Context: an optimization exercise on an open-source flow, tuned for small area. The choices shown serve that exercise and are no tape-out recipe.
The RTL was checked by simulation tests, not by an equivalence proof against the original design.
Power figures rest on the tool's default switching activity, not on a simulated workload.

## flow/run.sh

```bash
#!/bin/bash
# synth_recipe.tcl (not shown) runs the flow's synth.tcl, then flattens the netlist and writes it again
# the make line also repeats each setting of config.mk as NAME=value (left out here)
make -C /OpenROAD-flow-scripts/flow DESIGN_CONFIG=/design/flow/config.mk WORK_HOME=/design/flow/orfs CLKGATE_MAP_FILE= SYNTH_SCRIPT=/design/flow/synth_recipe.tcl finish
```

## flow/config.mk

```make
export PLATFORM = sky130hd
export DESIGN_NAME = regfile_sb
export DESIGN_NICKNAME = regfile_sb
export VERILOG_FILES = /design/flow/design.v
export SDC_FILE = /design/flow/constraint.sdc
export NUM_CORES = 4
export LEC_CHECK = 0
export CAP_MARGIN = 20
export CORE_MARGIN = 2
export CORE_UTILIZATION = 25
export PLACE_DENSITY = 0.5
export SETUP_SLACK_MARGIN = 0.3
export SLEW_MARGIN = 20
```

## flow/constraint.sdc

```tcl
create_clock -name core_clock -period 6.0 [get_ports {clk}]
set_input_delay 1.2000 -clock core_clock [delete_from_list [all_inputs] [get_ports {clk}]]
set_output_delay 1.2000 -clock core_clock [all_outputs]
set_load 0.01 [all_outputs]
```

## flow/design.v

```verilog
module regfile_sb #(
  parameter int XLEN   = 32,
  parameter int NREGS  = 32,
  parameter int NRD    = 2,
  parameter bit BYPASS = 1'b1,
  localparam int AW    = $clog2(NREGS)
) (
  input  logic              clk,
  input  logic              reset,
  input  logic [NRD*AW-1:0] rd_addr,
  output logic [NRD*XLEN-1:0] rd_data,
  output logic [NRD-1:0]    rd_busy,
  input  logic              we,
  input  logic [AW-1:0]     wr_addr,
  input  logic [XLEN-1:0]   wr_data,
  input  logic              issue_valid,
  input  logic [AW-1:0]     issue_addr,
  input  logic [AW-1:0]     dbg_addr,
  output logic [XLEN-1:0]   dbg_data
);
  logic [XLEN-1:0] regs [NREGS];
  logic [NREGS-1:0] pending;
  function automatic logic addr_ok(
    input logic [AW-1:0] a
  );
    addr_ok = (a != '0) && (int'(a) < NREGS);
  endfunction
  logic wr_ok;
  logic iss_ok;
  assign wr_ok  = we && addr_ok(wr_addr);
  assign iss_ok = issue_valid && addr_ok(issue_addr);
  always_ff @(posedge clk) begin
    if (reset) begin
      for (int i = 0; i < NREGS; i++) begin
        regs[i]    <= '0;
        pending[i] <= 1'b0;
      end
    end else begin
      for (int i = 1; i < NREGS; i++) begin
        if (wr_ok && wr_addr == AW'(i))
          regs[i] <= wr_data;
        if (iss_ok && issue_addr == AW'(i))
          pending[i] <= 1'b1;
        else if (wr_ok && wr_addr == AW'(i))
          pending[i] <= 1'b0;
      end
    end
  end
  for (genvar p = 0; p < NRD; p++) begin : g_rd
    logic [AW-1:0] ra;
    logic          ok;
    logic          hit;
    assign ra  = rd_addr[p*AW +: AW];
    assign ok  = addr_ok(ra);
    assign hit = BYPASS && wr_ok && (wr_addr == ra);
    always_comb begin
      rd_data[p*XLEN +: XLEN] = '0;
      rd_busy[p]              = 1'b0;
      if (ok) begin
        if (hit) begin
          rd_data[p*XLEN +: XLEN] = wr_data;
        end else begin
          rd_data[p*XLEN +: XLEN] = regs[ra];
          rd_busy[p]              = pending[ra];
        end
      end
    end
  end
  assign dbg_data = addr_ok(dbg_addr) ? regs[dbg_addr] : '0;
endmodule
```

==> run notes <==
==> sequential cells by signal, indices dropped and copies added, names as in the netlist <==
name and count:
pending 31, regs 992
==> cells by family (layout without fill, tap and decap cells) <==
kind of cell / after synthesis / count (layout)
simple gates: 3041 / 3041
compound gates: 2583 / 2583
flops: 1023 / 1023
buf+inv: 774 / 1076
mux: 132 / 132
xor+xnor: 10 / 10
other cells: 0 / 74
==> critical path, cell delays in order <==
cell and delay (ns):
buf_4 0.27, nand2_1 0.34, buf_12 0.29, nor2_4 0.58, buf_12 0.30, a22o_1 0.18, a221oi_1 0.06, and4_1 0.23
a21oi_1 0.40, buf_4 0.21, clkdlybuf4s50_1 0.53
==> stage by stage <==
step | total power [uW] | setup TNS (ns) | cells | utilization (%)
final | 17400 | 0 | 10900 | 31.8
after global routing | 17500 | 0 | 10800 | 31.7
after CTS | 17200 | 0 | 10800 | 31.6
after detailed placement | 8720 | -0.0211 | 10600 | 29.5
after global placement | 8710 | -0.126 | 10600 | 29.4
after floorplan | 7620 | 0 | 7563 | -
==> repair_timing <==
item,in CTS,in global routing
buffers inserted,20,5
setup endpoints to repair,56,22
hold buffers,0,0
pin swaps,7,3
gates resized for setup,20,13
==> power groups by stage <==
stage          clock (uW)  sequential, uW  combinational (uW)
2_1_floorplan           0            7030                 590
3_3_place_gp            0            7080                1630
3_5_place_dp            0            7080                1640
4_1_cts              8630            6930                1650
5_1_grt              8900            6930                1710
6_report             8660            6940                1800
==> worst max-delay path by stage <==
stage                      from            to  slack, ns  cells past startpoint
floorplan            rd_addr[6]   rd_data[45]       1.96                      9
global placement     wr_addr[2]   rd_data[45]      -0.05                      9
detailed placement   wr_addr[2]   rd_data[58]      -0.02                     10
CTS                 dbg_addr[0]  dbg_data[17]       0.31                     10
global route         rd_addr[8]   rd_data[54]       0.30                     11
finish               rd_addr[1]   rd_data[10]       0.14                     11
==> cells in the final DEF (no fill, tap or decap), types with 62 or more instances in the layout <==
| master | n |
|---|---|
| nand2_1 | 2205 |
| a21oi_1 | 1065 |
| dfxtp_1 | 1023 |
| a22oi_1 | 987 |
| buf_4 | 523 |
| a22o_1 | 181 |
| buf_12 | 153 |
| nand4_1 | 145 |
| clkdlybuf4s50_1 | 140 |
| clkbuf_16 | 137 |
| a221oi_1 | 121 |
| nor2_4 | 113 |
| nor2_1 | 107 |
| nand3_1 | 94 |
| diode_2 | 74 |
| mux2i_1 | 71 |
| nor3_1 | 62 |
==> layout make-up <==
cell class / count / area, um2
Inverter: 7 / 26.3
Clock buffer: 185 / 3820
Fill cell: 23700 / 151000
Tap cell: 2975 / 3720
Timing Repair Buffer: 831 / 8530
Multi-Input combinational cell: 5766 / 33000
Clock inverter: 53 / 694
Antenna cell: 74 / 185
Sequential cell: 1023 / 20500
==> per-layer routing <==
metal	track usage (%)	part of all wire, %
met1	58.9	37
met2	66.0	39
met3	19.3	14
met4	41.8	10
met5	0.128	0.044
==> impl_metrics.env <==
export IMPL_synth_top_cell_area_share_pct=36.8
export IMPL_yosys_warnings=2
export IMPL_drtIter0Drc=16900
export IMPL_routed_wl_mm=571
export IMPL_p_sw_uw=5150
export IMPL_synth_compound_area_share_pct=30.9
export IMPL_io_buffers=158
export IMPL_muxShareOfSynthArea_pct=2.85
export IMPL_slew_violations=0
export IMPL_synth_avg_cell_area_um2=7.36
export IMPL_hold_violations=0
export IMPL_finalCritPeriodShare_pct=97.7
export IMPL_skew_ns=0
export IMPL_finalSetupViolCount=0
export IMPL_cts_buffers=133
export IMPL_dpl_hpwl_mm=377
export IMPL_grt_pass1_vias=67800
export IMPL_netlist_instances=7563
export IMPL_initial_utilization_pct=25.1
export IMPL_sequentialPowerShare_pct=39.9
export IMPL_core_area_um2=222000
export IMPL_grt_overflow_total=0
export IMPL_worst_slew_pin_slew_ns=1.33
export IMPL_design_area_um2=70500
export IMPL_p_leak_uw=0.0230
export IMPL_r2r_slack_ns=5.00
export IMPL_ios=159
export IMPL_grt_total_usage_pct=48.5
export IMPL_worstHoldStart="regs[10][16]"
export IMPL_fmax_ghz=0.171
export IMPL_synth_top_family_by_area="compound AO/OA/AOI/OAI gates"
export IMPL_synthFlopType="dfxtp_1"
export IMPL_routedWlPerCell_um=52.4
export IMPL_synthTopCellsByArea="dfxtp_1 (37%), nand2_1 (15%), a22oi_1 (13%), a21oi_1 (9.6%), clkbuf_1 (3.4%)"
export IMPL_vias=77900
export IMPL_reg2reg_to="regs[5][17]"
export IMPL_synthTopCellsByCount="nand2_1 (2,228), a21oi_1 (1,065), dfxtp_1 (1,023)"
export IMPL_cts_sinks=1023
export IMPL_grt_max_degree=157
export IMPL_nNetsFinal=7823
export IMPL_clock_tree_buffer_depth=3
export IMPL_placed_area_um2=65400
export IMPL_r2r_start="regs[5][17]"
export IMPL_syn2layout_area_growth_pct=26.6
export IMPL_syn_cell_area_um2=55700
export IMPL_arrival_ns=4.66
export IMPL_worstHoldEndpoint="regs[10][16]"
export IMPL_max_cap_violations=0
export IMPL_min_path_cells=2
export IMPL_peakVddDrop_mv=0.311
export IMPL_clkTransAtPathRegs_ns=0.05
export IMPL_slew_headroom_pct=11.3
export IMPL_period_minus_slack_ns=5.86
export IMPL_drcViolationCount=0
export IMPL_cp_end_kind="output port"
export IMPL_synthArstFlopShare_pct=0
export IMPL_gp_congestion=1.09
export IMPL_cts_tree="done"
export IMPL_die_w_um=476
export IMPL_crit_type="input pin to output port"
export IMPL_crit_required_ns=4.80
export IMPL_power_internal_uw=12300
export IMPL_cts_root_buf="clkbuf_16"
export IMPL_grt_setup_unrepaired="false"
export IMPL_antenna_found_initial=83
export IMPL_synth_most_common_cell="nand2_1"
export IMPL_vias_per_cell=7.14
export IMPL_hold_worst_slack_ns=0.488
export IMPL_synth_edf_count=0
export IMPL_post_place_ws_ns=-0.0164
export IMPL_fp_dieH_um=476
export IMPL_ys_ff_latch=1023
export IMPL_p_per_area_nw_per_um2=247
export IMPL_syn_nets=7624
export IMPL_synth_area_leader_cell="dfxtp_1"
export IMPL_cp_max_fo=13
export IMPL_htreeDepth=4
export IMPL_fin_ws_ns=0.140
export IMPL_startpoint_type="input pin"
export IMPL_clock_power_share_pct=49.8
export IMPL_synth_distinct_cells=78
export IMPL_ant_nets=0
export IMPL_power_frac_comb_pct=10.3
export IMPL_rows=173
export IMPL_hold_class="register to register"
export IMPL_insertion_delay_ns=0.83
export IMPL_synth_simple_area_share_pct=23.3
export IMPL_grt_pass1_wl_mm=722
export IMPL_reg2reg_depth=2
export IMPL_die_area_um2=226000
export IMPL_drive_gt1_share_pct=15.0
export IMPL_drt_pass1_iterations=9
export IMPL_yosys_area_share_adder_pct=0
export IMPL_switching_share_pct=29.6
export IMPL_yosysSeqAreaShare_pct=36.8
export IMPL_synth_xor_xnor_area_share_pct=0.157
export IMPL_outcome="complete, no violations"

[static timing again, ports no longer ideal]
Ports are ideal in the flow. The routed layout listed here was re-timed in OpenROAD. Step 1 sets driving cells, clkbuf_16 on the clock port and buf_2 on the other inputs (assumed; they add their load-dependent delay and slew). Step 2 times the ports against the registers' clock, not the clock port: input delays grow and output delays shrink by t, the midpoint of the rising clock arrivals with the driver on. Slacks: no drivers / after step 1 / after step 2; pairs: no drivers / after step 1.
t, ns: 0.945
setup slack, ns: 0.140 / 0.033 / 0.033
worst setup path after step 2: input to output
pins driven straight from the clock port: 1
After both steps this run still meets setup and hold. For this run, drivers alone change the setup slack by -0.107 ns; drivers and shift together by -0.107 ns.
